Source: an optimization exercise on an open RTL-to-GDS flow (aim: small area and a short achievable clock period). Production flows keep margins and buffers that such runs may drop.
No run shown here included a check of the RTL's function; only the layout flow was run.
Power figures rest on the tool's default switching activity, not on a simulated workload.

<file path="flow/flow/run.sh">
#!/bin/bash
# Standard layout, but with the smallest buffer on the ports instead of the
# delay buffer buffer_ports picks by itself.
set -o pipefail
export BUFFER_PORTS_ARGS="-buffer_cell sky130_fd_sc_hd__buf_1"
bash standard.sh 2>&1 | tee standard.log
</file>
<file path="flow/standard.sh">
#!/bin/bash
# synth_recipe.tcl (not shown) runs the flow's synth.tcl, then flattens the netlist and writes it again
# the make line also repeats each setting of config.mk as NAME=value (left out here)
make -C /OpenROAD-flow-scripts/flow DESIGN_CONFIG=/design/flow/config.mk WORK_HOME=/design/flow/orfs CLKGATE_MAP_FILE= SYNTH_SCRIPT=/design/flow/synth_recipe.tcl "${@:-finish}"
</file>
<file path="flow/config.mk">
export PLATFORM = sky130hd
export DESIGN_NAME = core_top
export DESIGN_NICKNAME = core_top
export VERILOG_FILES = /design/flow/design.v
export SDC_FILE = /design/flow/constraint.sdc
export NUM_CORES = 4
export LEC_CHECK = 0
export CAP_MARGIN = 20
export CORE_MARGIN = 2
export CORE_UTILIZATION = 40
export SLEW_MARGIN = 20
</file>
<file path="flow/constraint.sdc">
create_clock -name core_clock -period 18.0 [get_ports {clk_74a}]
set_input_delay 3.6000 -clock core_clock [delete_from_list [all_inputs] [get_ports {clk_74a}]]
set_output_delay 3.6000 -clock core_clock [all_outputs]
set_load 0.01 [all_outputs]
</file>
<file path="flow/design.v">
package core_pkg;
  localparam int chan_w   = 8;
  localparam int rgb_w    = 24;
  localparam int bridge_w = 32;
  localparam int rtc_w    = 65;
  localparam logic [bridge_w-1:0] addr_reset_pulse   = 32'h0000_0050;
  localparam logic [bridge_w-1:0] addr_deadzone      = 32'h0000_010C;
  localparam logic [bridge_w-1:0] addr_square_pixels = 32'h0000_0200;
  localparam logic [bridge_w-1:0] addr_color_corr    = 32'h0000_0208;
  localparam logic [chan_w-1:0] stick_center = 8'd128;
  localparam logic [chan_w-1:0] percent_full = 8'd100;
  localparam logic [9:0] gain_r = 10'd234;
  localparam logic [9:0] gain_g = 10'd258;
  localparam logic [9:0] gain_b = 10'd304;
  typedef struct packed {
    logic [chan_w-1:0] r;
    logic [chan_w-1:0] g;
    logic [chan_w-1:0] b;
  } pixel_view_t;
  typedef struct packed {
    logic [8:0]  pad_hi;
    logic        slot_interlace_odd;
    logic        slot_square;
    logic [12:0] pad_lo;
  } slot_view_t;
  typedef union packed {
    pixel_view_t pixel;
    slot_view_t  slot;
  } video_word_u;
endpackage
module core_settings_regs #(
  parameter int reset_pulse_cycles = 1048576
) (
  input  logic                          clk_74a,
  input  logic                          pll_core_locked,
  input  logic                          bridge_wr,
  input  logic [core_pkg::bridge_w-1:0] bridge_addr,
  input  logic [core_pkg::bridge_w-1:0] bridge_wr_data,
  output logic                          core_reset,
  output logic [core_pkg::chan_w-1:0]   deadzone,
  output logic [core_pkg::chan_w-1:0]   strength,
  output logic                          square_pixels
);
  localparam int cnt_w = $clog2(reset_pulse_cycles + 1);
  logic [cnt_w-1:0] pulse_count;
  logic [19:0]      strength_wide;
  logic [7:0]       strength_next;
  always_ff @(posedge clk_74a or negedge pll_core_locked) begin
    if (!pll_core_locked) begin
      pulse_count <= '0;
    end else begin
      if (pulse_count != '0) begin
        pulse_count <= pulse_count - cnt_w'(1);
      end
      if (bridge_wr && bridge_addr == core_pkg::addr_reset_pulse) begin
        pulse_count <= cnt_w'(reset_pulse_cycles);
      end
    end
  end
  assign core_reset = !pll_core_locked || (pulse_count != '0);
  assign strength_wide = 20'(bridge_wr_data[6:0]) * 20'd5223;
  assign strength_next = (bridge_wr_data[7:0] >= 8'd100) ? 8'd255 : strength_wide[18:11];
  always_ff @(posedge clk_74a or negedge pll_core_locked) begin
    if (!pll_core_locked) begin
      deadzone      <= '0;
      strength      <= '0;
      square_pixels <= 1'b0;
    end else if (bridge_wr) begin
      case (bridge_addr)
        core_pkg::addr_deadzone: begin
          deadzone <= bridge_wr_data[core_pkg::chan_w-1:0];
        end
        core_pkg::addr_color_corr: begin
          strength <= strength_next;
        end
        core_pkg::addr_square_pixels: begin
          square_pixels <= bridge_wr_data[0];
        end
        default: begin
        end
      endcase
    end
  end
endmodule
module stick_deadzone (
  input  logic                        clk_74a,
  input  logic                        pll_core_locked,
  input  logic [core_pkg::chan_w-1:0] joy_x,
  input  logic [core_pkg::chan_w-1:0] joy_y,
  input  logic [core_pkg::chan_w-1:0] deadzone,
  output logic [core_pkg::chan_w-1:0] stick_x,
  output logic [core_pkg::chan_w-1:0] stick_y
);
  logic [core_pkg::chan_w-1:0] dist_x;
  logic [core_pkg::chan_w-1:0] dist_y;
  logic [core_pkg::chan_w:0]   dist_total;
  logic                        outside;
  function automatic logic [core_pkg::chan_w-1:0] axis_dist(
    input logic [core_pkg::chan_w-1:0] axis
  );
    if (axis[7]) begin
      axis_dist = {1'b0, axis[6:0]};
    end else begin
      axis_dist = 8'd128 - {1'b0, axis[6:0]};
    end
  endfunction
  assign dist_x     = axis_dist(joy_x);
  assign dist_y     = axis_dist(joy_y);
  assign dist_total = {1'b0, dist_x} + {1'b0, dist_y};
  assign outside    = dist_total > {1'b0, deadzone};
  always_ff @(posedge clk_74a or negedge pll_core_locked) begin
    if (!pll_core_locked) begin
      stick_x <= core_pkg::stick_center;
      stick_y <= core_pkg::stick_center;
    end else begin
      stick_x <= outside ? joy_x : core_pkg::stick_center;
      stick_y <= outside ? joy_y : core_pkg::stick_center;
    end
  end
endmodule
module color_correct (
  input  logic                        clk_74a,
  input  logic                        pll_core_locked,
  input  logic [core_pkg::rgb_w-1:0]  rgb_in,
  input  logic                        de_in,
  input  logic                        vs_in,
  input  logic [core_pkg::chan_w-1:0] snap_index,
  input  logic [core_pkg::chan_w-1:0] strength,
  input  logic                        square_pixels,
  output core_pkg::video_word_u       video_rgb,
  output logic                        video_de
);
  logic                  prev_vs;
  logic                  snap_even;
  logic [7:0]            out_g;
  core_pkg::video_word_u pix_word;
  core_pkg::video_word_u slot_word;
  cc_red  i_red  (.c(rgb_in[23:16]), .s(strength), .o(pix_word.pixel.r));
  cc_blue i_blue (.c(rgb_in[7:0]),   .s(strength), .o(pix_word.pixel.b));
  assign out_g            = rgb_in[15:8] - 8'((rgb_in[15] ? strength : 8'd0) < rgb_in[15:8]);
  assign pix_word.pixel.g = out_g;
  always_comb begin
    slot_word.slot.pad_hi             = '0;
    slot_word.slot.slot_interlace_odd = snap_even;
    slot_word.slot.slot_square        = square_pixels;
    slot_word.slot.pad_lo             = '0;
  end
  always_ff @(posedge clk_74a or negedge pll_core_locked) begin
    if (!pll_core_locked) begin
      prev_vs   <= 1'b0;
      snap_even <= 1'b1;
      video_de  <= 1'b0;
      video_rgb <= '0;
    end else begin
      prev_vs  <= vs_in;
      video_de <= de_in;
      if (vs_in && !prev_vs) begin
        snap_even <= ~snap_index[0];
      end
      if (de_in) begin
        video_rgb <= pix_word;
      end else if (video_de) begin
        video_rgb <= slot_word;
      end
    end
  end
endmodule
module cc_red (
  input  logic [7:0] c,
  input  logic [7:0] s,
  output logic [7:0] o
);
  reg [4:0] r_e;
  always @* case (c[7:0])
    8'd0: r_e = 5'd0;
    8'd1: r_e = 5'd1;
    8'd2: r_e = 5'd1;
    8'd3: r_e = 5'd1;
    8'd4: r_e = 5'd1;
    8'd5: r_e = 5'd1;
    8'd6: r_e = 5'd1;
    8'd7: r_e = 5'd1;
    8'd8: r_e = 5'd1;
    8'd9: r_e = 5'd1;
    8'd10: r_e = 5'd1;
    8'd11: r_e = 5'd1;
    8'd12: r_e = 5'd2;
    8'd13: r_e = 5'd2;
    8'd14: r_e = 5'd2;
    8'd15: r_e = 5'd2;
    8'd16: r_e = 5'd2;
    8'd17: r_e = 5'd2;
    8'd18: r_e = 5'd2;
    8'd19: r_e = 5'd2;
    8'd20: r_e = 5'd2;
    8'd21: r_e = 5'd2;
    8'd22: r_e = 5'd2;
    8'd23: r_e = 5'd2;
    8'd24: r_e = 5'd3;
    8'd25: r_e = 5'd3;
    8'd26: r_e = 5'd3;
    8'd27: r_e = 5'd3;
    8'd28: r_e = 5'd3;
    8'd29: r_e = 5'd3;
    8'd30: r_e = 5'd3;
    8'd31: r_e = 5'd3;
    8'd32: r_e = 5'd3;
    8'd33: r_e = 5'd3;
    8'd34: r_e = 5'd3;
    8'd35: r_e = 5'd4;
    8'd36: r_e = 5'd4;
    8'd37: r_e = 5'd4;
    8'd38: r_e = 5'd4;
    8'd39: r_e = 5'd4;
    8'd40: r_e = 5'd4;
    8'd41: r_e = 5'd4;
    8'd42: r_e = 5'd4;
    8'd43: r_e = 5'd4;
    8'd44: r_e = 5'd4;
    8'd45: r_e = 5'd4;
    8'd46: r_e = 5'd4;
    8'd47: r_e = 5'd5;
    8'd48: r_e = 5'd5;
    8'd49: r_e = 5'd5;
    8'd50: r_e = 5'd5;
    8'd51: r_e = 5'd5;
    8'd52: r_e = 5'd5;
    8'd53: r_e = 5'd5;
    8'd54: r_e = 5'd5;
    8'd55: r_e = 5'd5;
    8'd56: r_e = 5'd5;
    8'd57: r_e = 5'd5;
    8'd58: r_e = 5'd5;
    8'd59: r_e = 5'd6;
    8'd60: r_e = 5'd6;
    8'd61: r_e = 5'd6;
    8'd62: r_e = 5'd6;
    8'd63: r_e = 5'd6;
    8'd64: r_e = 5'd6;
    8'd65: r_e = 5'd6;
    8'd66: r_e = 5'd6;
    8'd67: r_e = 5'd6;
    8'd68: r_e = 5'd6;
    8'd69: r_e = 5'd6;
    8'd70: r_e = 5'd7;
    8'd71: r_e = 5'd7;
    8'd72: r_e = 5'd7;
    8'd73: r_e = 5'd7;
    8'd74: r_e = 5'd7;
    8'd75: r_e = 5'd7;
    8'd76: r_e = 5'd7;
    8'd77: r_e = 5'd7;
    8'd78: r_e = 5'd7;
    8'd79: r_e = 5'd7;
    8'd80: r_e = 5'd7;
    8'd81: r_e = 5'd7;
    8'd82: r_e = 5'd8;
    8'd83: r_e = 5'd8;
    8'd84: r_e = 5'd8;
    8'd85: r_e = 5'd8;
    8'd86: r_e = 5'd8;
    8'd87: r_e = 5'd8;
    8'd88: r_e = 5'd8;
    8'd89: r_e = 5'd8;
    8'd90: r_e = 5'd8;
    8'd91: r_e = 5'd8;
    8'd92: r_e = 5'd8;
    8'd93: r_e = 5'd8;
    8'd94: r_e = 5'd9;
    8'd95: r_e = 5'd9;
    8'd96: r_e = 5'd9;
    8'd97: r_e = 5'd9;
    8'd98: r_e = 5'd9;
    8'd99: r_e = 5'd9;
    8'd100: r_e = 5'd9;
    8'd101: r_e = 5'd9;
    8'd102: r_e = 5'd9;
    8'd103: r_e = 5'd9;
    8'd104: r_e = 5'd9;
    8'd105: r_e = 5'd10;
    8'd106: r_e = 5'd10;
    8'd107: r_e = 5'd10;
    8'd108: r_e = 5'd10;
    8'd109: r_e = 5'd10;
    8'd110: r_e = 5'd10;
    8'd111: r_e = 5'd10;
    8'd112: r_e = 5'd10;
    8'd113: r_e = 5'd10;
    8'd114: r_e = 5'd10;
    8'd115: r_e = 5'd10;
    8'd116: r_e = 5'd10;
    8'd117: r_e = 5'd11;
    8'd118: r_e = 5'd11;
    8'd119: r_e = 5'd11;
    8'd120: r_e = 5'd11;
    8'd121: r_e = 5'd11;
    8'd122: r_e = 5'd11;
    8'd123: r_e = 5'd11;
    8'd124: r_e = 5'd11;
    8'd125: r_e = 5'd11;
    8'd126: r_e = 5'd11;
    8'd127: r_e = 5'd11;
    8'd128: r_e = 5'd11;
    8'd129: r_e = 5'd12;
    8'd130: r_e = 5'd12;
    8'd131: r_e = 5'd12;
    8'd132: r_e = 5'd12;
    8'd133: r_e = 5'd12;
    8'd134: r_e = 5'd12;
    8'd135: r_e = 5'd12;
    8'd136: r_e = 5'd12;
    8'd137: r_e = 5'd12;
    8'd138: r_e = 5'd12;
    8'd139: r_e = 5'd12;
    8'd140: r_e = 5'd13;
    8'd141: r_e = 5'd13;
    8'd142: r_e = 5'd13;
    8'd143: r_e = 5'd13;
    8'd144: r_e = 5'd13;
    8'd145: r_e = 5'd13;
    8'd146: r_e = 5'd13;
    8'd147: r_e = 5'd13;
    8'd148: r_e = 5'd13;
    8'd149: r_e = 5'd13;
    8'd150: r_e = 5'd13;
    8'd151: r_e = 5'd13;
    8'd152: r_e = 5'd14;
    8'd153: r_e = 5'd14;
    8'd154: r_e = 5'd14;
    8'd155: r_e = 5'd14;
    8'd156: r_e = 5'd14;
    8'd157: r_e = 5'd14;
    8'd158: r_e = 5'd14;
    8'd159: r_e = 5'd14;
    8'd160: r_e = 5'd14;
    8'd161: r_e = 5'd14;
    8'd162: r_e = 5'd14;
    8'd163: r_e = 5'd15;
    8'd164: r_e = 5'd15;
    8'd165: r_e = 5'd15;
    8'd166: r_e = 5'd15;
    8'd167: r_e = 5'd15;
    8'd168: r_e = 5'd15;
    8'd169: r_e = 5'd15;
    8'd170: r_e = 5'd15;
    8'd171: r_e = 5'd15;
    8'd172: r_e = 5'd15;
    8'd173: r_e = 5'd15;
    8'd174: r_e = 5'd15;
    8'd175: r_e = 5'd16;
    8'd176: r_e = 5'd16;
    8'd177: r_e = 5'd16;
    8'd178: r_e = 5'd16;
    8'd179: r_e = 5'd16;
    8'd180: r_e = 5'd16;
    8'd181: r_e = 5'd16;
    8'd182: r_e = 5'd16;
    8'd183: r_e = 5'd16;
    8'd184: r_e = 5'd16;
    8'd185: r_e = 5'd16;
    8'd186: r_e = 5'd16;
    8'd187: r_e = 5'd17;
    8'd188: r_e = 5'd17;
    8'd189: r_e = 5'd17;
    8'd190: r_e = 5'd17;
    8'd191: r_e = 5'd17;
    8'd192: r_e = 5'd17;
    8'd193: r_e = 5'd17;
    8'd194: r_e = 5'd17;
    8'd195: r_e = 5'd17;
    8'd196: r_e = 5'd17;
    8'd197: r_e = 5'd17;
    8'd198: r_e = 5'd18;
    8'd199: r_e = 5'd18;
    8'd200: r_e = 5'd18;
    8'd201: r_e = 5'd18;
    8'd202: r_e = 5'd18;
    8'd203: r_e = 5'd18;
    8'd204: r_e = 5'd18;
    8'd205: r_e = 5'd18;
    8'd206: r_e = 5'd18;
    8'd207: r_e = 5'd18;
    8'd208: r_e = 5'd18;
    8'd209: r_e = 5'd18;
    8'd210: r_e = 5'd19;
    8'd211: r_e = 5'd19;
    8'd212: r_e = 5'd19;
    8'd213: r_e = 5'd19;
    8'd214: r_e = 5'd19;
    8'd215: r_e = 5'd19;
    8'd216: r_e = 5'd19;
    8'd217: r_e = 5'd19;
    8'd218: r_e = 5'd19;
    8'd219: r_e = 5'd19;
    8'd220: r_e = 5'd19;
    8'd221: r_e = 5'd19;
    8'd222: r_e = 5'd20;
    8'd223: r_e = 5'd20;
    8'd224: r_e = 5'd20;
    8'd225: r_e = 5'd20;
    8'd226: r_e = 5'd20;
    8'd227: r_e = 5'd20;
    8'd228: r_e = 5'd20;
    8'd229: r_e = 5'd20;
    8'd230: r_e = 5'd20;
    8'd231: r_e = 5'd20;
    8'd232: r_e = 5'd20;
    8'd233: r_e = 5'd21;
    8'd234: r_e = 5'd21;
    8'd235: r_e = 5'd21;
    8'd236: r_e = 5'd21;
    8'd237: r_e = 5'd21;
    8'd238: r_e = 5'd21;
    8'd239: r_e = 5'd21;
    8'd240: r_e = 5'd21;
    8'd241: r_e = 5'd21;
    8'd242: r_e = 5'd21;
    8'd243: r_e = 5'd21;
    8'd244: r_e = 5'd21;
    8'd245: r_e = 5'd22;
    8'd246: r_e = 5'd22;
    8'd247: r_e = 5'd22;
    8'd248: r_e = 5'd22;
    8'd249: r_e = 5'd22;
    8'd250: r_e = 5'd22;
    8'd251: r_e = 5'd22;
    8'd252: r_e = 5'd22;
    8'd253: r_e = 5'd22;
    8'd254: r_e = 5'd22;
    8'd255: r_e = 5'd22;
    default: r_e = 5'd0;
  endcase
  wire r_0 = ~c[5] ^ ~(s[5] & r_e[0]);
  wire r_1 = ~c[5] & ~(s[5] & r_e[0]);
  wire r_2 = ~c[6] ^ ~(s[6] & r_e[0]);
  wire r_3 = ~c[6] & ~(s[6] & r_e[0]);
  wire r_4 = ~c[7] ^ ~(s[7] & r_e[0]);
  wire r_5 = ~c[7] & ~(s[7] & r_e[0]);
  wire r_6 = ~c[3] ^ ~(s[3] & r_e[0]);
  wire r_7 = ~c[3] & ~(s[3] & r_e[0]);
  wire r_8 = ~c[4] ^ ~(s[4] & r_e[0]) ^ ~(s[3] & r_e[1]);
  wire r_9 = (~c[4] & ~(s[4] & r_e[0])) | (~c[4] & ~(s[3] & r_e[1])) | (~(s[4] & r_e[0]) & ~(s[3] & r_e[1]));
  wire r_10 = ~(s[2] & r_e[2]) ^ ~(s[1] & r_e[3]);
  wire r_11 = ~(s[2] & r_e[2]) & ~(s[1] & r_e[3]);
  wire r_12 = r_0 ^ ~(s[4] & r_e[1]) ^ ~(s[3] & r_e[2]);
  wire r_13 = (r_0 & ~(s[4] & r_e[1])) | (r_0 & ~(s[3] & r_e[2])) | (~(s[4] & r_e[1]) & ~(s[3] & r_e[2]));
  wire r_14 = ~(s[2] & r_e[3]) ^ ~(s[1] & r_e[4]) ^ 1'b1;
  wire r_15 = (~(s[2] & r_e[3]) & ~(s[1] & r_e[4])) | (~(s[2] & r_e[3]) & 1'b1) | (~(s[1] & r_e[4]) & 1'b1);
  wire r_16 = r_1 ^ r_2 ^ ~(s[5] & r_e[1]);
  wire r_17 = (r_1 & r_2) | (r_1 & ~(s[5] & r_e[1])) | (r_2 & ~(s[5] & r_e[1]));
  wire r_18 = ~(s[4] & r_e[2]) ^ ~(s[3] & r_e[3]) ^ ~(s[2] & r_e[4]);
  wire r_19 = (~(s[4] & r_e[2]) & ~(s[3] & r_e[3])) | (~(s[4] & r_e[2]) & ~(s[2] & r_e[4])) | (~(s[3] & r_e[3]) & ~(s[2] & r_e[4]));
  wire r_20 = r_3 ^ r_4 ^ ~(s[6] & r_e[1]);
  wire r_21 = (r_3 & r_4) | (r_3 & ~(s[6] & r_e[1])) | (r_4 & ~(s[6] & r_e[1]));
  wire r_22 = ~(s[5] & r_e[2]) ^ ~(s[4] & r_e[3]) ^ ~(s[3] & r_e[4]);
  wire r_23 = (~(s[5] & r_e[2]) & ~(s[4] & r_e[3])) | (~(s[5] & r_e[2]) & ~(s[3] & r_e[4])) | (~(s[4] & r_e[3]) & ~(s[3] & r_e[4]));
  wire r_24 = r_5 ^ c[0] ^ ~(s[7] & r_e[1]);
  wire r_25 = (r_5 & c[0]) | (r_5 & ~(s[7] & r_e[1])) | (c[0] & ~(s[7] & r_e[1]));
  wire r_26 = ~(s[6] & r_e[2]) ^ ~(s[5] & r_e[3]) ^ ~(s[4] & r_e[4]);
  wire r_27 = (~(s[6] & r_e[2]) & ~(s[5] & r_e[3])) | (~(s[6] & r_e[2]) & ~(s[4] & r_e[4])) | (~(s[5] & r_e[3]) & ~(s[4] & r_e[4]));
  wire r_28 = c[1] ^ ~(s[7] & r_e[2]) ^ ~(s[6] & r_e[3]);
  wire r_29 = (c[1] & ~(s[7] & r_e[2])) | (c[1] & ~(s[6] & r_e[3])) | (~(s[7] & r_e[2]) & ~(s[6] & r_e[3]));
  wire r_30 = ~c[2] ^ ~(s[2] & r_e[0]);
  wire r_31 = ~c[2] & ~(s[2] & r_e[0]);
  wire r_32 = r_6 ^ ~(s[2] & r_e[1]) ^ ~(s[1] & r_e[2]);
  wire r_33 = (r_6 & ~(s[2] & r_e[1])) | (r_6 & ~(s[1] & r_e[2])) | (~(s[2] & r_e[1]) & ~(s[1] & r_e[2]));
  wire r_34 = r_7 ^ r_8 ^ r_10;
  wire r_35 = (r_7 & r_8) | (r_7 & r_10) | (r_8 & r_10);
  wire r_36 = r_9 ^ r_11 ^ r_12;
  wire r_37 = (r_9 & r_11) | (r_9 & r_12) | (r_11 & r_12);
  wire r_38 = r_13 ^ r_15 ^ r_16;
  wire r_39 = (r_13 & r_15) | (r_13 & r_16) | (r_15 & r_16);
  wire r_40 = r_17 ^ r_19 ^ r_20;
  wire r_41 = (r_17 & r_19) | (r_17 & r_20) | (r_19 & r_20);
  wire r_42 = r_21 ^ r_23 ^ r_24;
  wire r_43 = (r_21 & r_23) | (r_21 & r_24) | (r_23 & r_24);
  wire r_44 = r_25 ^ r_27 ^ r_28;
  wire r_45 = (r_25 & r_27) | (r_25 & r_28) | (r_27 & r_28);
  wire r_46 = r_29 ^ c[2] ^ ~(s[7] & r_e[3]);
  wire r_47 = (r_29 & c[2]) | (r_29 & ~(s[7] & r_e[3])) | (c[2] & ~(s[7] & r_e[3]));
  wire r_48 = ~c[1] ^ ~(s[1] & r_e[0]);
  wire r_49 = ~c[1] & ~(s[1] & r_e[0]);
  wire r_50 = r_30 ^ ~(s[1] & r_e[1]) ^ ~(s[0] & r_e[2]);
  wire r_51 = (r_30 & ~(s[1] & r_e[1])) | (r_30 & ~(s[0] & r_e[2])) | (~(s[1] & r_e[1]) & ~(s[0] & r_e[2]));
  wire r_52 = r_31 ^ r_32 ^ ~(s[0] & r_e[3]);
  wire r_53 = (r_31 & r_32) | (r_31 & ~(s[0] & r_e[3])) | (r_32 & ~(s[0] & r_e[3]));
  wire r_54 = r_33 ^ r_34 ^ ~(s[0] & r_e[4]);
  wire r_55 = (r_33 & r_34) | (r_33 & ~(s[0] & r_e[4])) | (r_34 & ~(s[0] & r_e[4]));
  wire r_56 = r_35 ^ r_36 ^ r_14;
  wire r_57 = (r_35 & r_36) | (r_35 & r_14) | (r_36 & r_14);
  wire r_58 = r_37 ^ r_38 ^ r_18;
  wire r_59 = (r_37 & r_38) | (r_37 & r_18) | (r_38 & r_18);
  wire r_60 = r_39 ^ r_40 ^ r_22;
  wire r_61 = (r_39 & r_40) | (r_39 & r_22) | (r_40 & r_22);
  wire r_62 = r_41 ^ r_42 ^ r_26;
  wire r_63 = (r_41 & r_42) | (r_41 & r_26) | (r_42 & r_26);
  wire r_64 = r_43 ^ r_44 ^ ~(s[5] & r_e[4]);
  wire r_65 = (r_43 & r_44) | (r_43 & ~(s[5] & r_e[4])) | (r_44 & ~(s[5] & r_e[4]));
  wire r_66 = r_45 ^ r_46 ^ ~(s[6] & r_e[4]);
  wire r_67 = (r_45 & r_46) | (r_45 & ~(s[6] & r_e[4])) | (r_46 & ~(s[6] & r_e[4]));
  wire r_68 = r_47 ^ c[3] ^ ~(s[7] & r_e[4]);
  wire r_69 = (r_47 & c[3]) | (r_47 & ~(s[7] & r_e[4])) | (c[3] & ~(s[7] & r_e[4]));
  wire [15:0] r_sum = {c[7], c[6], c[5], r_69, r_67, r_65, r_63, r_61, r_59, r_57, r_55, r_53, r_51, r_49, r_48, ~c[0]} + {1'b1, 1'b1, 1'b1, c[4], r_68, r_66, r_64, r_62, r_60, r_58, r_56, r_54, r_52, r_50, ~(s[0] & r_e[1]), ~(s[0] & r_e[0])};
  assign o = r_sum[15:8];
endmodule
module cc_blue (
  input  logic [7:0] c,
  input  logic [7:0] s,
  output logic [7:0] o
);
  reg [5:0] b_d;
  always @* case (c[7:0])
    8'd0: b_d = 6'd0;
    8'd1: b_d = 6'd0;
    8'd2: b_d = 6'd0;
    8'd3: b_d = 6'd0;
    8'd4: b_d = 6'd0;
    8'd5: b_d = 6'd0;
    8'd6: b_d = 6'd1;
    8'd7: b_d = 6'd1;
    8'd8: b_d = 6'd1;
    8'd9: b_d = 6'd1;
    8'd10: b_d = 6'd1;
    8'd11: b_d = 6'd2;
    8'd12: b_d = 6'd2;
    8'd13: b_d = 6'd2;
    8'd14: b_d = 6'd2;
    8'd15: b_d = 6'd2;
    8'd16: b_d = 6'd3;
    8'd17: b_d = 6'd3;
    8'd18: b_d = 6'd3;
    8'd19: b_d = 6'd3;
    8'd20: b_d = 6'd3;
    8'd21: b_d = 6'd3;
    8'd22: b_d = 6'd4;
    8'd23: b_d = 6'd4;
    8'd24: b_d = 6'd4;
    8'd25: b_d = 6'd4;
    8'd26: b_d = 6'd4;
    8'd27: b_d = 6'd5;
    8'd28: b_d = 6'd5;
    8'd29: b_d = 6'd5;
    8'd30: b_d = 6'd5;
    8'd31: b_d = 6'd5;
    8'd32: b_d = 6'd6;
    8'd33: b_d = 6'd6;
    8'd34: b_d = 6'd6;
    8'd35: b_d = 6'd6;
    8'd36: b_d = 6'd6;
    8'd37: b_d = 6'd6;
    8'd38: b_d = 6'd7;
    8'd39: b_d = 6'd7;
    8'd40: b_d = 6'd7;
    8'd41: b_d = 6'd7;
    8'd42: b_d = 6'd7;
    8'd43: b_d = 6'd8;
    8'd44: b_d = 6'd8;
    8'd45: b_d = 6'd8;
    8'd46: b_d = 6'd8;
    8'd47: b_d = 6'd8;
    8'd48: b_d = 6'd9;
    8'd49: b_d = 6'd9;
    8'd50: b_d = 6'd9;
    8'd51: b_d = 6'd9;
    8'd52: b_d = 6'd9;
    8'd53: b_d = 6'd9;
    8'd54: b_d = 6'd10;
    8'd55: b_d = 6'd10;
    8'd56: b_d = 6'd10;
    8'd57: b_d = 6'd10;
    8'd58: b_d = 6'd10;
    8'd59: b_d = 6'd11;
    8'd60: b_d = 6'd11;
    8'd61: b_d = 6'd11;
    8'd62: b_d = 6'd11;
    8'd63: b_d = 6'd11;
    8'd64: b_d = 6'd12;
    8'd65: b_d = 6'd12;
    8'd66: b_d = 6'd12;
    8'd67: b_d = 6'd12;
    8'd68: b_d = 6'd12;
    8'd69: b_d = 6'd12;
    8'd70: b_d = 6'd13;
    8'd71: b_d = 6'd13;
    8'd72: b_d = 6'd13;
    8'd73: b_d = 6'd13;
    8'd74: b_d = 6'd13;
    8'd75: b_d = 6'd14;
    8'd76: b_d = 6'd14;
    8'd77: b_d = 6'd14;
    8'd78: b_d = 6'd14;
    8'd79: b_d = 6'd14;
    8'd80: b_d = 6'd15;
    8'd81: b_d = 6'd15;
    8'd82: b_d = 6'd15;
    8'd83: b_d = 6'd15;
    8'd84: b_d = 6'd15;
    8'd85: b_d = 6'd15;
    8'd86: b_d = 6'd16;
    8'd87: b_d = 6'd16;
    8'd88: b_d = 6'd16;
    8'd89: b_d = 6'd16;
    8'd90: b_d = 6'd16;
    8'd91: b_d = 6'd17;
    8'd92: b_d = 6'd17;
    8'd93: b_d = 6'd17;
    8'd94: b_d = 6'd17;
    8'd95: b_d = 6'd17;
    8'd96: b_d = 6'd18;
    8'd97: b_d = 6'd18;
    8'd98: b_d = 6'd18;
    8'd99: b_d = 6'd18;
    8'd100: b_d = 6'd18;
    8'd101: b_d = 6'd18;
    8'd102: b_d = 6'd19;
    8'd103: b_d = 6'd19;
    8'd104: b_d = 6'd19;
    8'd105: b_d = 6'd19;
    8'd106: b_d = 6'd19;
    8'd107: b_d = 6'd20;
    8'd108: b_d = 6'd20;
    8'd109: b_d = 6'd20;
    8'd110: b_d = 6'd20;
    8'd111: b_d = 6'd20;
    8'd112: b_d = 6'd21;
    8'd113: b_d = 6'd21;
    8'd114: b_d = 6'd21;
    8'd115: b_d = 6'd21;
    8'd116: b_d = 6'd21;
    8'd117: b_d = 6'd21;
    8'd118: b_d = 6'd22;
    8'd119: b_d = 6'd22;
    8'd120: b_d = 6'd22;
    8'd121: b_d = 6'd22;
    8'd122: b_d = 6'd22;
    8'd123: b_d = 6'd23;
    8'd124: b_d = 6'd23;
    8'd125: b_d = 6'd23;
    8'd126: b_d = 6'd23;
    8'd127: b_d = 6'd23;
    8'd128: b_d = 6'd24;
    8'd129: b_d = 6'd24;
    8'd130: b_d = 6'd24;
    8'd131: b_d = 6'd24;
    8'd132: b_d = 6'd24;
    8'd133: b_d = 6'd24;
    8'd134: b_d = 6'd25;
    8'd135: b_d = 6'd25;
    8'd136: b_d = 6'd25;
    8'd137: b_d = 6'd25;
    8'd138: b_d = 6'd25;
    8'd139: b_d = 6'd26;
    8'd140: b_d = 6'd26;
    8'd141: b_d = 6'd26;
    8'd142: b_d = 6'd26;
    8'd143: b_d = 6'd26;
    8'd144: b_d = 6'd27;
    8'd145: b_d = 6'd27;
    8'd146: b_d = 6'd27;
    8'd147: b_d = 6'd27;
    8'd148: b_d = 6'd27;
    8'd149: b_d = 6'd27;
    8'd150: b_d = 6'd28;
    8'd151: b_d = 6'd28;
    8'd152: b_d = 6'd28;
    8'd153: b_d = 6'd28;
    8'd154: b_d = 6'd28;
    8'd155: b_d = 6'd29;
    8'd156: b_d = 6'd29;
    8'd157: b_d = 6'd29;
    8'd158: b_d = 6'd29;
    8'd159: b_d = 6'd29;
    8'd160: b_d = 6'd30;
    8'd161: b_d = 6'd30;
    8'd162: b_d = 6'd30;
    8'd163: b_d = 6'd30;
    8'd164: b_d = 6'd30;
    8'd165: b_d = 6'd30;
    8'd166: b_d = 6'd31;
    8'd167: b_d = 6'd31;
    8'd168: b_d = 6'd31;
    8'd169: b_d = 6'd31;
    8'd170: b_d = 6'd31;
    8'd171: b_d = 6'd32;
    8'd172: b_d = 6'd32;
    8'd173: b_d = 6'd32;
    8'd174: b_d = 6'd32;
    8'd175: b_d = 6'd32;
    8'd176: b_d = 6'd33;
    8'd177: b_d = 6'd33;
    8'd178: b_d = 6'd33;
    8'd179: b_d = 6'd33;
    8'd180: b_d = 6'd33;
    8'd181: b_d = 6'd33;
    8'd182: b_d = 6'd34;
    8'd183: b_d = 6'd34;
    8'd184: b_d = 6'd34;
    8'd185: b_d = 6'd34;
    8'd186: b_d = 6'd34;
    8'd187: b_d = 6'd35;
    8'd188: b_d = 6'd35;
    8'd189: b_d = 6'd35;
    8'd190: b_d = 6'd35;
    8'd191: b_d = 6'd35;
    8'd192: b_d = 6'd36;
    8'd193: b_d = 6'd36;
    8'd194: b_d = 6'd36;
    8'd195: b_d = 6'd36;
    8'd196: b_d = 6'd36;
    8'd197: b_d = 6'd36;
    8'd198: b_d = 6'd37;
    8'd199: b_d = 6'd37;
    8'd200: b_d = 6'd37;
    8'd201: b_d = 6'd37;
    8'd202: b_d = 6'd37;
    8'd203: b_d = 6'd38;
    8'd204: b_d = 6'd38;
    8'd205: b_d = 6'd38;
    8'd206: b_d = 6'd38;
    8'd207: b_d = 6'd38;
    8'd208: b_d = 6'd39;
    8'd209: b_d = 6'd39;
    8'd210: b_d = 6'd39;
    8'd211: b_d = 6'd39;
    8'd212: b_d = 6'd39;
    8'd213: b_d = 6'd39;
    8'd214: b_d = 6'd40;
    8'd215: b_d = 6'd40;
    8'd216: b_d = 6'd40;
    8'd217: b_d = 6'd40;
    8'd218: b_d = 6'd40;
    8'd219: b_d = 6'd41;
    8'd220: b_d = 6'd41;
    8'd221: b_d = 6'd41;
    8'd222: b_d = 6'd41;
    8'd223: b_d = 6'd41;
    8'd224: b_d = 6'd42;
    8'd225: b_d = 6'd42;
    8'd226: b_d = 6'd42;
    8'd227: b_d = 6'd42;
    8'd228: b_d = 6'd42;
    8'd229: b_d = 6'd42;
    8'd230: b_d = 6'd43;
    8'd231: b_d = 6'd43;
    8'd232: b_d = 6'd43;
    8'd233: b_d = 6'd43;
    8'd234: b_d = 6'd43;
    8'd235: b_d = 6'd44;
    8'd236: b_d = 6'd44;
    8'd237: b_d = 6'd44;
    8'd238: b_d = 6'd44;
    8'd239: b_d = 6'd44;
    8'd240: b_d = 6'd45;
    8'd241: b_d = 6'd45;
    8'd242: b_d = 6'd45;
    8'd243: b_d = 6'd45;
    8'd244: b_d = 6'd45;
    8'd245: b_d = 6'd45;
    8'd246: b_d = 6'd46;
    8'd247: b_d = 6'd46;
    8'd248: b_d = 6'd46;
    8'd249: b_d = 6'd46;
    8'd250: b_d = 6'd46;
    8'd251: b_d = 6'd47;
    8'd252: b_d = 6'd47;
    8'd253: b_d = 6'd47;
    8'd254: b_d = 6'd47;
    8'd255: b_d = 6'd47;
    default: b_d = 6'd0;
  endcase
  wire b_0 = ~c[5] ^ (s[5] & b_d[0]);
  wire b_1 = ~c[5] & (s[5] & b_d[0]);
  wire b_2 = ~c[6] ^ (s[6] & b_d[0]) ^ (s[5] & b_d[1]);
  wire b_3 = (~c[6] & (s[6] & b_d[0])) | (~c[6] & (s[5] & b_d[1])) | ((s[6] & b_d[0]) & (s[5] & b_d[1]));
  wire b_4 = ~c[7] ^ (s[7] & b_d[0]) ^ (s[6] & b_d[1]);
  wire b_5 = (~c[7] & (s[7] & b_d[0])) | (~c[7] & (s[6] & b_d[1])) | ((s[7] & b_d[0]) & (s[6] & b_d[1]));
  wire b_6 = c[0] ^ (s[7] & b_d[1]) ^ (s[6] & b_d[2]);
  wire b_7 = (c[0] & (s[7] & b_d[1])) | (c[0] & (s[6] & b_d[2])) | ((s[7] & b_d[1]) & (s[6] & b_d[2]));
  wire b_8 = c[1] ^ (s[7] & b_d[2]);
  wire b_9 = c[1] & (s[7] & b_d[2]);
  wire b_10 = ~c[3] ^ (s[3] & b_d[0]);
  wire b_11 = ~c[3] & (s[3] & b_d[0]);
  wire b_12 = ~c[4] ^ (s[4] & b_d[0]) ^ (s[3] & b_d[1]);
  wire b_13 = (~c[4] & (s[4] & b_d[0])) | (~c[4] & (s[3] & b_d[1])) | ((s[4] & b_d[0]) & (s[3] & b_d[1]));
  wire b_14 = (s[2] & b_d[2]) ^ (s[1] & b_d[3]);
  wire b_15 = (s[2] & b_d[2]) & (s[1] & b_d[3]);
  wire b_16 = b_0 ^ (s[4] & b_d[1]) ^ (s[3] & b_d[2]);
  wire b_17 = (b_0 & (s[4] & b_d[1])) | (b_0 & (s[3] & b_d[2])) | ((s[4] & b_d[1]) & (s[3] & b_d[2]));
  wire b_18 = (s[2] & b_d[3]) ^ (s[1] & b_d[4]) ^ (s[0] & b_d[5]);
  wire b_19 = ((s[2] & b_d[3]) & (s[1] & b_d[4])) | ((s[2] & b_d[3]) & (s[0] & b_d[5])) | ((s[1] & b_d[4]) & (s[0] & b_d[5]));
  wire b_20 = b_1 ^ b_2 ^ (s[4] & b_d[2]);
  wire b_21 = (b_1 & b_2) | (b_1 & (s[4] & b_d[2])) | (b_2 & (s[4] & b_d[2]));
  wire b_22 = (s[3] & b_d[3]) ^ (s[2] & b_d[4]) ^ (s[1] & b_d[5]);
  wire b_23 = ((s[3] & b_d[3]) & (s[2] & b_d[4])) | ((s[3] & b_d[3]) & (s[1] & b_d[5])) | ((s[2] & b_d[4]) & (s[1] & b_d[5]));
  wire b_24 = b_3 ^ b_4 ^ (s[5] & b_d[2]);
  wire b_25 = (b_3 & b_4) | (b_3 & (s[5] & b_d[2])) | (b_4 & (s[5] & b_d[2]));
  wire b_26 = (s[4] & b_d[3]) ^ (s[3] & b_d[4]) ^ (s[2] & b_d[5]);
  wire b_27 = ((s[4] & b_d[3]) & (s[3] & b_d[4])) | ((s[4] & b_d[3]) & (s[2] & b_d[5])) | ((s[3] & b_d[4]) & (s[2] & b_d[5]));
  wire b_28 = b_5 ^ b_6 ^ (s[5] & b_d[3]);
  wire b_29 = (b_5 & b_6) | (b_5 & (s[5] & b_d[3])) | (b_6 & (s[5] & b_d[3]));
  wire b_30 = (s[4] & b_d[4]) ^ (s[3] & b_d[5]) ^ 1'b1;
  wire b_31 = ((s[4] & b_d[4]) & (s[3] & b_d[5])) | ((s[4] & b_d[4]) & 1'b1) | ((s[3] & b_d[5]) & 1'b1);
  wire b_32 = b_7 ^ b_8 ^ (s[6] & b_d[3]);
  wire b_33 = (b_7 & b_8) | (b_7 & (s[6] & b_d[3])) | (b_8 & (s[6] & b_d[3]));
  wire b_34 = (s[5] & b_d[4]) ^ (s[4] & b_d[5]) ^ 1'b1;
  wire b_35 = ((s[5] & b_d[4]) & (s[4] & b_d[5])) | ((s[5] & b_d[4]) & 1'b1) | ((s[4] & b_d[5]) & 1'b1);
  wire b_36 = b_9 ^ c[2] ^ (s[7] & b_d[3]);
  wire b_37 = (b_9 & c[2]) | (b_9 & (s[7] & b_d[3])) | (c[2] & (s[7] & b_d[3]));
  wire b_38 = (s[6] & b_d[4]) ^ (s[5] & b_d[5]) ^ 1'b1;
  wire b_39 = ((s[6] & b_d[4]) & (s[5] & b_d[5])) | ((s[6] & b_d[4]) & 1'b1) | ((s[5] & b_d[5]) & 1'b1);
  wire b_40 = c[3] ^ (s[7] & b_d[4]) ^ (s[6] & b_d[5]);
  wire b_41 = (c[3] & (s[7] & b_d[4])) | (c[3] & (s[6] & b_d[5])) | ((s[7] & b_d[4]) & (s[6] & b_d[5]));
  wire b_42 = ~c[2] ^ (s[2] & b_d[0]);
  wire b_43 = ~c[2] & (s[2] & b_d[0]);
  wire b_44 = b_10 ^ (s[2] & b_d[1]) ^ (s[1] & b_d[2]);
  wire b_45 = (b_10 & (s[2] & b_d[1])) | (b_10 & (s[1] & b_d[2])) | ((s[2] & b_d[1]) & (s[1] & b_d[2]));
  wire b_46 = b_11 ^ b_12 ^ b_14;
  wire b_47 = (b_11 & b_12) | (b_11 & b_14) | (b_12 & b_14);
  wire b_48 = b_13 ^ b_15 ^ b_16;
  wire b_49 = (b_13 & b_15) | (b_13 & b_16) | (b_15 & b_16);
  wire b_50 = b_17 ^ b_19 ^ b_20;
  wire b_51 = (b_17 & b_19) | (b_17 & b_20) | (b_19 & b_20);
  wire b_52 = b_21 ^ b_23 ^ b_24;
  wire b_53 = (b_21 & b_23) | (b_21 & b_24) | (b_23 & b_24);
  wire b_54 = b_25 ^ b_27 ^ b_28;
  wire b_55 = (b_25 & b_27) | (b_25 & b_28) | (b_27 & b_28);
  wire b_56 = b_29 ^ b_31 ^ b_32;
  wire b_57 = (b_29 & b_31) | (b_29 & b_32) | (b_31 & b_32);
  wire b_58 = b_33 ^ b_35 ^ b_36;
  wire b_59 = (b_33 & b_35) | (b_33 & b_36) | (b_35 & b_36);
  wire b_60 = b_37 ^ b_39 ^ b_40;
  wire b_61 = (b_37 & b_39) | (b_37 & b_40) | (b_39 & b_40);
  wire b_62 = b_41 ^ c[4] ^ (s[7] & b_d[5]);
  wire b_63 = (b_41 & c[4]) | (b_41 & (s[7] & b_d[5])) | (c[4] & (s[7] & b_d[5]));
  wire b_64 = ~c[0] ^ (s[0] & b_d[0]);
  wire b_65 = ~c[0] & (s[0] & b_d[0]);
  wire b_66 = ~c[1] ^ (s[1] & b_d[0]) ^ (s[0] & b_d[1]);
  wire b_67 = (~c[1] & (s[1] & b_d[0])) | (~c[1] & (s[0] & b_d[1])) | ((s[1] & b_d[0]) & (s[0] & b_d[1]));
  wire b_68 = b_42 ^ (s[1] & b_d[1]) ^ (s[0] & b_d[2]);
  wire b_69 = (b_42 & (s[1] & b_d[1])) | (b_42 & (s[0] & b_d[2])) | ((s[1] & b_d[1]) & (s[0] & b_d[2]));
  wire b_70 = b_43 ^ b_44 ^ (s[0] & b_d[3]);
  wire b_71 = (b_43 & b_44) | (b_43 & (s[0] & b_d[3])) | (b_44 & (s[0] & b_d[3]));
  wire b_72 = b_45 ^ b_46 ^ (s[0] & b_d[4]);
  wire b_73 = (b_45 & b_46) | (b_45 & (s[0] & b_d[4])) | (b_46 & (s[0] & b_d[4]));
  wire b_74 = b_47 ^ b_48 ^ b_18;
  wire b_75 = (b_47 & b_48) | (b_47 & b_18) | (b_48 & b_18);
  wire b_76 = b_49 ^ b_50 ^ b_22;
  wire b_77 = (b_49 & b_50) | (b_49 & b_22) | (b_50 & b_22);
  wire b_78 = b_51 ^ b_52 ^ b_26;
  wire b_79 = (b_51 & b_52) | (b_51 & b_26) | (b_52 & b_26);
  wire b_80 = b_53 ^ b_54 ^ b_30;
  wire b_81 = (b_53 & b_54) | (b_53 & b_30) | (b_54 & b_30);
  wire b_82 = b_55 ^ b_56 ^ b_34;
  wire b_83 = (b_55 & b_56) | (b_55 & b_34) | (b_56 & b_34);
  wire b_84 = b_57 ^ b_58 ^ b_38;
  wire b_85 = (b_57 & b_58) | (b_57 & b_38) | (b_58 & b_38);
  wire b_86 = b_59 ^ b_60 ^ 1'b1;
  wire b_87 = (b_59 & b_60) | (b_59 & 1'b1) | (b_60 & 1'b1);
  wire b_88 = b_61 ^ b_62 ^ 1'b1;
  wire b_89 = (b_61 & b_62) | (b_61 & 1'b1) | (b_62 & 1'b1);
  wire b_90 = b_63 ^ c[5] ^ 1'b1;
  wire b_91 = (b_63 & c[5]) | (b_63 & 1'b1) | (c[5] & 1'b1);
  wire b_92 = c[6] ^ 1'b1;
  wire b_93 = c[6] & 1'b1;
  wire b_94 = c[7] ^ 1'b1;
  wire b_95 = c[7] & 1'b1;
  wire [16:0] b_sum = {b_95, b_93, b_91, b_89, b_87, b_85, b_83, b_81, b_79, b_77, b_75, b_73, b_71, b_69, b_67, b_65, b_64} + {1'b1, b_94, b_92, b_90, b_88, b_86, b_84, b_82, b_80, b_78, b_76, b_74, b_72, b_70, b_68, b_66, 1'b1};
  assign o = b_sum[16] ? 8'd255 : b_sum[15:8];
endmodule
module rtc_packer (
  input  logic                          clk_74a,
  input  logic                          pll_core_locked,
  input  logic [core_pkg::bridge_w-1:0] rtc_date,
  input  logic [core_pkg::bridge_w-1:0] rtc_time,
  output logic [core_pkg::rtc_w-1:0]    rtc_word
);
  logic [core_pkg::bridge_w-1:0] prev_time;
  logic                          rtc_changed;
  always_ff @(posedge clk_74a or negedge pll_core_locked) begin
    if (!pll_core_locked) begin
      prev_time   <= '0;
      rtc_changed <= 1'b0;
    end else begin
      prev_time   <= rtc_time;
      rtc_changed <= rtc_changed ^ (rtc_time != prev_time);
    end
  end
  assign rtc_word = {
    rtc_changed,
    8'h00,
    8'h01,
    rtc_date[23:16],
    rtc_date[15:8],
    rtc_date[7:0],
    rtc_time[23:16],
    rtc_time[15:8],
    rtc_time[7:0]
  };
endmodule
module core_top #(
  parameter int reset_pulse_cycles = 1048576
) (
  input  logic                          clk_74a,
  input  logic                          pll_core_locked,
  input  logic [core_pkg::bridge_w-1:0] bridge_addr,
  input  logic                          bridge_wr,
  input  logic [core_pkg::bridge_w-1:0] bridge_wr_data,
  input  logic [31:0]                   cont1_joy,
  input  logic [core_pkg::bridge_w-1:0] rtc_date,
  input  logic [core_pkg::bridge_w-1:0] rtc_time,
  input  logic [core_pkg::rgb_w-1:0]    rgb_in,
  input  logic                          de_in,
  input  logic                          vs_in,
  input  logic [core_pkg::chan_w-1:0]   snap_index,
  output logic                          core_reset,
  output logic [core_pkg::chan_w-1:0]   stick_x,
  output logic [core_pkg::chan_w-1:0]   stick_y,
  output logic [23:0]                   video_rgb,
  output logic                          video_de,
  output logic [core_pkg::rtc_w-1:0]    rtc_word
);
  logic [core_pkg::chan_w-1:0] deadzone;
  logic [core_pkg::chan_w-1:0] strength;
  logic                        square_pixels;
  core_settings_regs #(
    .reset_pulse_cycles(reset_pulse_cycles)
  ) i_settings (
    .clk_74a        (clk_74a),
    .pll_core_locked(pll_core_locked),
    .bridge_wr      (bridge_wr),
    .bridge_addr    (bridge_addr),
    .bridge_wr_data (bridge_wr_data),
    .core_reset     (core_reset),
    .deadzone       (deadzone),
    .strength       (strength),
    .square_pixels  (square_pixels)
  );
  stick_deadzone i_stick (
    .clk_74a        (clk_74a),
    .pll_core_locked(pll_core_locked),
    .joy_x          (cont1_joy[7:0]),
    .joy_y          (cont1_joy[15:8]),
    .deadzone       (deadzone),
    .stick_x        (stick_x),
    .stick_y        (stick_y)
  );
  color_correct i_color (
    .clk_74a        (clk_74a),
    .pll_core_locked(pll_core_locked),
    .rgb_in         (rgb_in),
    .de_in          (de_in),
    .vs_in          (vs_in),
    .snap_index     (snap_index),
    .strength       (strength),
    .square_pixels  (square_pixels),
    .video_rgb      (video_rgb),
    .video_de       (video_de)
  );
  rtc_packer i_rtc (
    .clk_74a        (clk_74a),
    .pll_core_locked(pll_core_locked),
    .rtc_date       (rtc_date),
    .rtc_time       (rtc_time),
    .rtc_word       (rtc_word)
  );
endmodule
</file>
==> results of run 1 <==
## logic make-up after synthesis
logic type	synth area share [%]
other cells	0.0679
xor+xnor	6.97
compound gates	12.6
buf+inv	10.9
fa+ha+maj	27.7
simple gates	15.0
flops	25.8
mux	0.872
## Yosys cell counts (5+ instances only)
cell	number	share of area, %
o21ai_0	39	1.8
or3_1	9	0.51
clkbuf_1	28	0.95
inv_1	155	5.3
and2_1	37	2.1
nand4_1	10	0.57
a21o_1	17	1.2
nor2b_1	11	0.62
o21a_1	17	1.2
a21boi_0	8	0.54
a21oi_1	56	2.5
ha_1	128	14
fa_1	73	13
or2_2	6	0.34
xor2_1	52	4.1
mux2_2	5	0.51
o21bai_1	5	0.34
nand2_1	97	3.3
nand2b_1	13	0.74
a31oi_1	12	0.68
xnor2_1	36	2.9
nor4_1	17	0.96
o21ai_1	5	0.23
nor4b_1	5	0.40
buf_4	65	4.4
nand3_1	11	0.50
nor3_1	21	0.95
dfrtp_1	111	25
nor2_1	60	2.0
o22a_1	8	0.63
## power breakdown
group / leakage [nW] / internal (W) / switching [W]
clock network: 0.265 / 0.000196 / 0.000132
logic: 3.92 / 0.0000922 / 0.000131
registers: 1.34 / 0.000269 / 0.00000814
total: 5.52 / 0.000557 / 0.000272
## path summary, 6_finish.rpt
| check | from | endpoint |
|---|---|---|
| worst max-delay path | rgb_in[20] | i_color.video_rgb[21] |
| worst min-delay path | i_color.video_rgb[8] | i_color.video_rgb[8] |
| worst max register to register | i_settings.strength[7] | i_color.video_rgb[6] |
| worst min register to register | i_color.video_rgb[8] | i_color.video_rgb[8] |
| max in group asynchronous | pll_core_locked | i_color.video_rgb[20] |
| min in group asynchronous | pll_core_locked | i_stick.stick_x[0] |
## through the flow
| step | util [%] | hold WS, ns | power, W |
|---|---|---|---|
| global route | 45.2 | 0.503 | 0.000885 |
| finish | 45.2 | 0.478 | 0.000828 |
| global placement | 43.1 | 0.463 | 0.000504 |
| floorplan | - | 0.448 | 0.000446 |
| detailed placement | 43.1 | 0.469 | 0.000507 |
| CTS | 45.2 | 0.482 | 0.000841 |
## worst min-delay path: stages, from the launching register on
cell     delay (ns)
dfrtp_1        0.34
nand2_1        0.04
o21ai_0        0.06
## final cells by class
| type | count | area, um^2 |
|---|---|---|
| antenna | 1 | 2.50 |
| sequential | 114 | 2860 |
| tap | 341 | 427 |
| clock inverter | 13 | 128 |
| fill | 2694 | 14800 |
| timing repair buffer | 188 | 728 |
| clock buffer | 19 | 443 |
| multi-input combinational | 846 | 7040 |
| inverter | 156 | 586 |
## metal layers
layer  GRT usage [%]  vias to the layer above  wire [um]
met3            3.70                       16       1060
met1            24.6                     4096      11800
met4            3.46                        4        163
li1                -                     4197          -
met2            31.0                      168      12300
met5               0                        -         23
## registers in the layout, indices dropped and copies added, names as in the netlist
register,cells
i_settings.deadzone,8
i_color.video_de,1
i_color.video_rgb,24
i_rtc.prev_time,32
i_stick.stick_x,8
i_rtc.rtc_changed,1
i_settings.strength,8
i_settings.pulse_count,21
i_stick.stick_y,8
i_color.snap_even,1
i_color.prev_vs,1
i_settings.square_pixels,1
==> impl_results.md, run 1 <==
- Layout area overhead: 10.5%
- GP Congestion: between 0.8 and 0.9
- H-tree Lvls: 4
- Core area: 27000 um^2
- Most common cell after layout, fill and taps aside: buf_1
- Starting density of the core: 40.9%
- Critical setup path kind: primary input to register
- Vias/cell: between 5 and 6
- CP max FO: 16
- Synth unique cells: 77
- Primary FF master, synth: dfrtp_1
- Worst-margin pin slew: between 1 and 1.5 ns
- Critical path's top delay family: adder cells
- Layout Cells excl Fill: 1678
- Max Cap Viol: 0
- Hold Path Depth: 2
- PortBufs: 184
- Drt total wl: 25400 um
- Final worst slack: 8.68 ns
- Global route overflow: 0
- Max Fclk: approximately 110 MHz
- Clock tree buffer depth: 2
- FF-to-FF setup slack: ~13 ns
- Die area: between 20000 and 30000 um^2
- Cell Area, Synth: 11100 um^2
- Number of synthesized flops with an enable pin: 0
- Die H: 170 um
- Initial DRC Count: around 370
- Total negative slack: 0 ns
- Final Max Slew Viols: 0
- Via count: 8481
- WP depth: 22
- Largest net degree at the start of global routing: 80
- Final worst path period need: just over 9 ns
- Clock-pin slew on the worst setup and hold paths: approximately 0.060 ns
- Hold WC Path Type: register to register
- Pre-CTS setup slack: roughly 8 ns
- CP max-delay cell: buf_1
- Worst-path cell chain: buf_1 -> nor2b_1 -> a22o_1 -> a221oi_2 -> nor3_1 -> xnor2_1 -> nand2_1 -> ha_1 -> inv_1 -> fa_1 -> fa_1 -> inv_1 -> fa_1 -> ha_1 -> a21o_1 -> a21o_1 -> a21o_1 -> nor4b_1 -> o21ai_2 -> a21oi_1 -> nor2_1 -> o31a_1
- DR WL/cell: 15.1 um
- Worst reg2reg path depth: 15
- Dpl hpwl: 20000 um
- CTS resizes: 0
- # IOs: around 300
- Rel. slew slack: 26.4%
- Fraction of layout cells with a size suffix above 1: 5.01%
- Total track usage: between 10% and 20%
- Buffer and inverter count on the worst path: 3
- Crit path required time: 18.30 ns
- Drt pass-1 iters: 4
- Placed cell area: 11600 um^2
- DRC viols: 0
- RSZ-0062 raised after global routing: no
- Lkg Pwr: 5.52 nW
- Syn_area_per_cell: roughly 9.2 um^2
- Period utilization: roughly half
- Setup Skew: 0.0126 ns
- Placed Cells: 1645
- Nets: 1721
- TritonCTS clock tree: yes
- Total CTS buffers: 17
- Sequential-to-total area share from yosys stat: approximately 26%
- Power density cells: 67.8 nW/um^2
- #FFs+latches synth: 114
- Vias in the first global route: about 8500
- First-pass GRT wire length: 42400 um
- Synth async-reset ratio: 100%
- Hold bufs inserted after CTS: 0
- Final Hold Fails: 0
- Antenna violations before repair: 3
- Cell count after synthesis: 1198
- Worst path max stage delay: 0.59 ns
- Clock Latency Late Sink: 0.41 ns
- Commonest non-fill, non-tap cells in the layout: buf_1, inv_1, ha_1, dfrtp_1, nand2_1
- WP data arrival: 9.61 ns
- Std cell rows: 60
- Routed Antenna Nets: 0
- Post-route cell area: 12200 um^2
- Outcome: complete, no violations
- Clock tree sinks: 114
- Die Span X: around 170 um
- Startpoint types: primary input
- Root Buffer: clkbuf_16
- Ys Warns: 6
- Setup bufs post-CTS: 0
- Crit path capture type: register
- Final number of setup-violating endpoints: 0
- IR drop worst, VDD: ~0.000055 V
==> run 2: changes to the inputs <==
==> flow/flow/run.sh (replaced) <==
#!/bin/bash
# Standard layout with the smallest buffer on the ports, and timing repair
# aiming for slack beyond the 18 ns constraint.
set -o pipefail
export BUFFER_PORTS_ARGS="-buffer_cell sky130_fd_sc_hd__buf_1"
export SETUP_SLACK_MARGIN=10.0
bash standard.sh 2>&1 | tee standard.log
==> run 2 against run 1 <==
  * Wire length is 4.9% higher
  * Largest cell class unchanged
  * Synthesized cell count stayed put
  * Register-to-register slack better by 0.51 ns
  * Critical endpoint is now i_color.video_rgb[19]
==> impl_results.md, run 2 <==
- Outcome: complete, no violations (unchanged)
- Final number of setup-violating endpoints: 0 (unchanged)
- Cell count after synthesis: 1198 (unchanged)
- Commonest cells in the netlist: inv_1, ha_1, dfrtp_1 (unchanged)
- Total track usage: 19.2% (was 18.4%)
- Crit path required time: 18.29 ns (was 18.30 ns)
- #FFs+latches synth: 114 (unchanged)
- Starting density of the core: 40.9% (unchanged)
- DR WL/cell: 15.7 um (was 15.1 um)
- Synth unique cells: 77 (unchanged)
- Util after Layout: 47.7% (was 45.2%)
- Register area: 2860 um^2 (unchanged)
- Die H: 170 um (unchanged)
- Vias/cell: 5.03 (was 5.05)
- Clock-pin slew on the worst setup and hold paths: 0.07 ns (was 0.06 ns)
- Setup Skew: 0.0157 ns (was 0.0126 ns)
- CP max FO: 3 (was 16)
- Largest cells by area after synthesis: dfrtp_1, ha_1, fa_1 (unchanged)
- Top cell type's share of synthesized area: 25.1% (unchanged)
- Final Hold Fails: 0 (unchanged)
- GP Congestion: 0.842 (was 0.827)
- Startpoint types: primary input (unchanged)
- Cell Area, Synth: 11100 um^2 (unchanged)
- Max FFs per register: 32 (unchanged)
- Most common cell in the netlist: inv_1 (unchanged)
- Fillers: 2592 (was 2694)
- Layout Cells excl Fill: 1698 (was 1678)
- H-tree Lvls: 4 (unchanged)
- Critical setup path kind: primary input to register (unchanged)
- Rel. slew slack: 38.3% (was 26.4%)
- Total CTS buffers: 17 (unchanged)
- Std cell rows: 60 (unchanged)
- Final worst path period need: 8.42 ns (was 9.32 ns)
- RSZ-0062 raised after global routing: yes (was no)
- Root Buffer: clkbuf_16 (unchanged)
- # IOs: 304 (unchanged)
- Syn_area_per_cell: 9.23 um^2 (unchanged)
- Via count: 8549 (was 8481)
- Total negative slack: 0 ns (unchanged)
- IR drop worst, VDD: 0.0000466 V (was 0.0000545 V)
- Layout area overhead: 16.5% (was 10.5%)
- Initial DRC Count: 383 (was 366)
- DRC viols: 0 (unchanged)
- Register with the most flip-flops: i_rtc.prev_time (unchanged)
- Synth async-reset ratio: 100% (unchanged)
- Drt pass-1 iters: 4 (unchanged)
- Commonest non-fill, non-tap cells in the layout: buf_1, inv_1, ha_1, dfrtp_1, nand2_1 (unchanged)
- Vias in the first global route: 8697 (was 8534)
- Core area: 27000 um^2 (unchanged)
- Final Max Slew Viols: 0 (unchanged)
- Fraction of layout cells with a size suffix above 1: 11.3% (was 5.01%)
- Crit path capture type: register (unchanged)
- Period utilization: 46.8% (was 51.8%)
- Lkg Pwr: 5.78 nW (was 5.52 nW)
- First-pass GRT wire length: 44300 um (was 42400 um)
- Ys Warns: 6 (unchanged)
- Clock Latency Late Sink: 0.42 ns (was 0.41 ns)
- Max Cap Viol: 0 (unchanged)
- Power density cells: 67.8 nW/um^2 (about the same)
- Clock tree sinks: 114 (unchanged)
- Routed Antenna Nets: 0 (unchanged)
- Clock tree buffer depth: 2 (unchanged)
- TritonCTS clock tree: yes (unchanged)
- Primary FF master, synth: dfrtp_1 (unchanged)
- Number of synthesized flops with an enable pin: 0 (unchanged)
- Dpl hpwl: 20100 um (was 20000 um)
- Die area: 29000 um^2 (unchanged)
- Global route overflow: 0 (unchanged)
- Largest net degree at the start of global routing: 71 (was 80)
- Worst-margin pin slew: 0.925 ns (was 1.10 ns)
- WP data arrival: 8.71 ns (was 9.61 ns)
- Dominant cell type by area after synthesis: dfrtp_1 (unchanged)
- Sequential-to-total area share from yosys stat: 25.8% (unchanged)
- Antenna violations before repair: 4 (was 3)
- Area occupied by multi-input gates: 7450 um^2 (was 7040 um^2)
- Max Fclk: 119 MHz (was 107 MHz)
- Nets: 1740 (was 1721)
- Most common cell after layout, fill and taps aside: buf_1 (unchanged)
- Top Registers: i_rtc.prev_time x32, i_color.video_rgb x24, i_settings.pulse_count x21 (unchanged)
- Die Span X: 170 um (unchanged)
- Worst hold slack: 0.486 ns (was 0.478 ns)
- PortBufs: 184 (unchanged)
- Placed Cells: 1644 (was 1645)
- Hold WC Path Type: register to register (unchanged)
- Drt total wl: 26600 um (was 25400 um)
run 2: cell families (layout without fill, tap and decap cells):
kind of cell,count (synthesis),in the layout,synth area share [%]
other,2,18,0.0679
flip-flops,114,114,25.8
AO/OA/AOI/OAI,211,211,12.6
XOR/XNOR,88,88,6.97
AND/OR/NAND/NOR,321,321,15.0
multiplexers,9,9,0.872
buffers and inverters,252,395,10.9
adder cells (fa/ha/maj),201,201,27.7
run 2: per-layer routing:
layer  up-vias  track usage (%)  wire length (um)
li1       4237                -                 -
met1      4112             25.7             12300
met2       183             32.2             12900
met3        15             4.28              1220
met4         2             3.57               183
met5         -                0                13
run 2: final cells by class:
cell class                      count  area share, %
Tap cell                          341           3.31
Clock inverter                     15           1.29
Timing Repair Buffer              207           7.47
Inverter                          156           4.57
Clock buffer                       17           3.30
Antenna cell                        2         0.0389
Sequential cell                   114           22.2
Multi-Input combinational cell    846           57.8
run 2: report_power, final:
group	switching, W	internal [W]
registers	0.00000796	0.000269
logic	0.000141	0.000109
clock network	0.000149	0.000197
total	0.000298	0.000575
run 2: path summary, 6_finish.rpt:
kind | from | end | slack, ns | depth (start not counted)
worst max register to register | i_settings.strength[6] | i_color.video_rgb[7] | 13.28 | 16
worst min register to register | i_rtc.rtc_changed | i_rtc.rtc_changed | 0.49 | 1
worst max-delay path | rgb_in[16] | i_color.video_rgb[19] | 9.58 | 23
max in group asynchronous | pll_core_locked | i_color.video_rgb[2] | 13.90 | 2
min in group asynchronous | pll_core_locked | i_rtc.prev_time[19] | 2.98 | 1
worst min-delay path | i_rtc.rtc_changed | i_rtc.rtc_changed | 0.49 | 1
run 2: through the flow:
stage	setup WS, ns	power, W	area (um^2)
floorplan	9.38	0.000451	11300
global placement	8.45	0.000509	11800
detailed placement	8.43	0.000513	11800
CTS	9.60	0.000878	12700
global route	9.40	0.000927	12900
finish	9.58	0.000873	12900
run 2: repair_timing:
action	in CTS	in global routing
buffers inserted	14	4
hold buffers	0	0
resized for setup	50	25
pin swaps	32	14
gates cloned	1	1
endpoints found under the hold margin	0	0
endpoints found under the setup margin	17	17
run 2: worst max-delay path, cell delays in order:
cell and delay [ns]:
buf_12 0.10, or3_4 0.38, a22o_1 0.25, a221oi_4 0.33
nor3_4 0.08, xnor2_2 0.26, nand2_1 0.14, ha_4 0.30
inv_2 0.03, fa_1 0.48, fa_1 0.51, inv_2 0.04
fa_1 0.56, ha_4 0.22, a21o_1 0.18, a21o_1 0.15
a21o_1 0.18, nor4b_2 0.24, o21ai_2 0.13, a21oi_2 0.20
buf_4 0.15, xnor2_2 0.11, o21ai_2 0.07

[static timing again, ports no longer ideal]
Ports are ideal in the flow. The routed layouts listed here were re-timed in OpenROAD. Step 1, drivers: a clkbuf_16 drives clk_74a and a buf_2 each remaining input, both assumed. Step 2 adds t to the input delays and takes it off the output delays; t is the mean of the earliest and latest rising clock arrival at the registers after step 1. Input paths then give back, and output paths get back, about the clock's delay inside the block. Three values: ideal ports, drivers, drivers and shift; two values: the first two.
| run | shift t [ns] | slack for setup (ns) | clock arrival spread, ns | worst data-port slew with drivers (ns) |
|---|---|---|---|---|
| run 1 | 0.459 | 8.682 / 8.701 / 8.242 | 0.018 / 0.018 | 0.08 |
| run 2 | 0.466 | 9.575 / 9.575 / 9.109 | 0.023 / 0.023 | 0.15 |
After both steps every run listed still meets setup and hold. The setup slack of run 2, which loses most, moves by 0.000 ns with the drivers and by -0.466 ns with both steps.
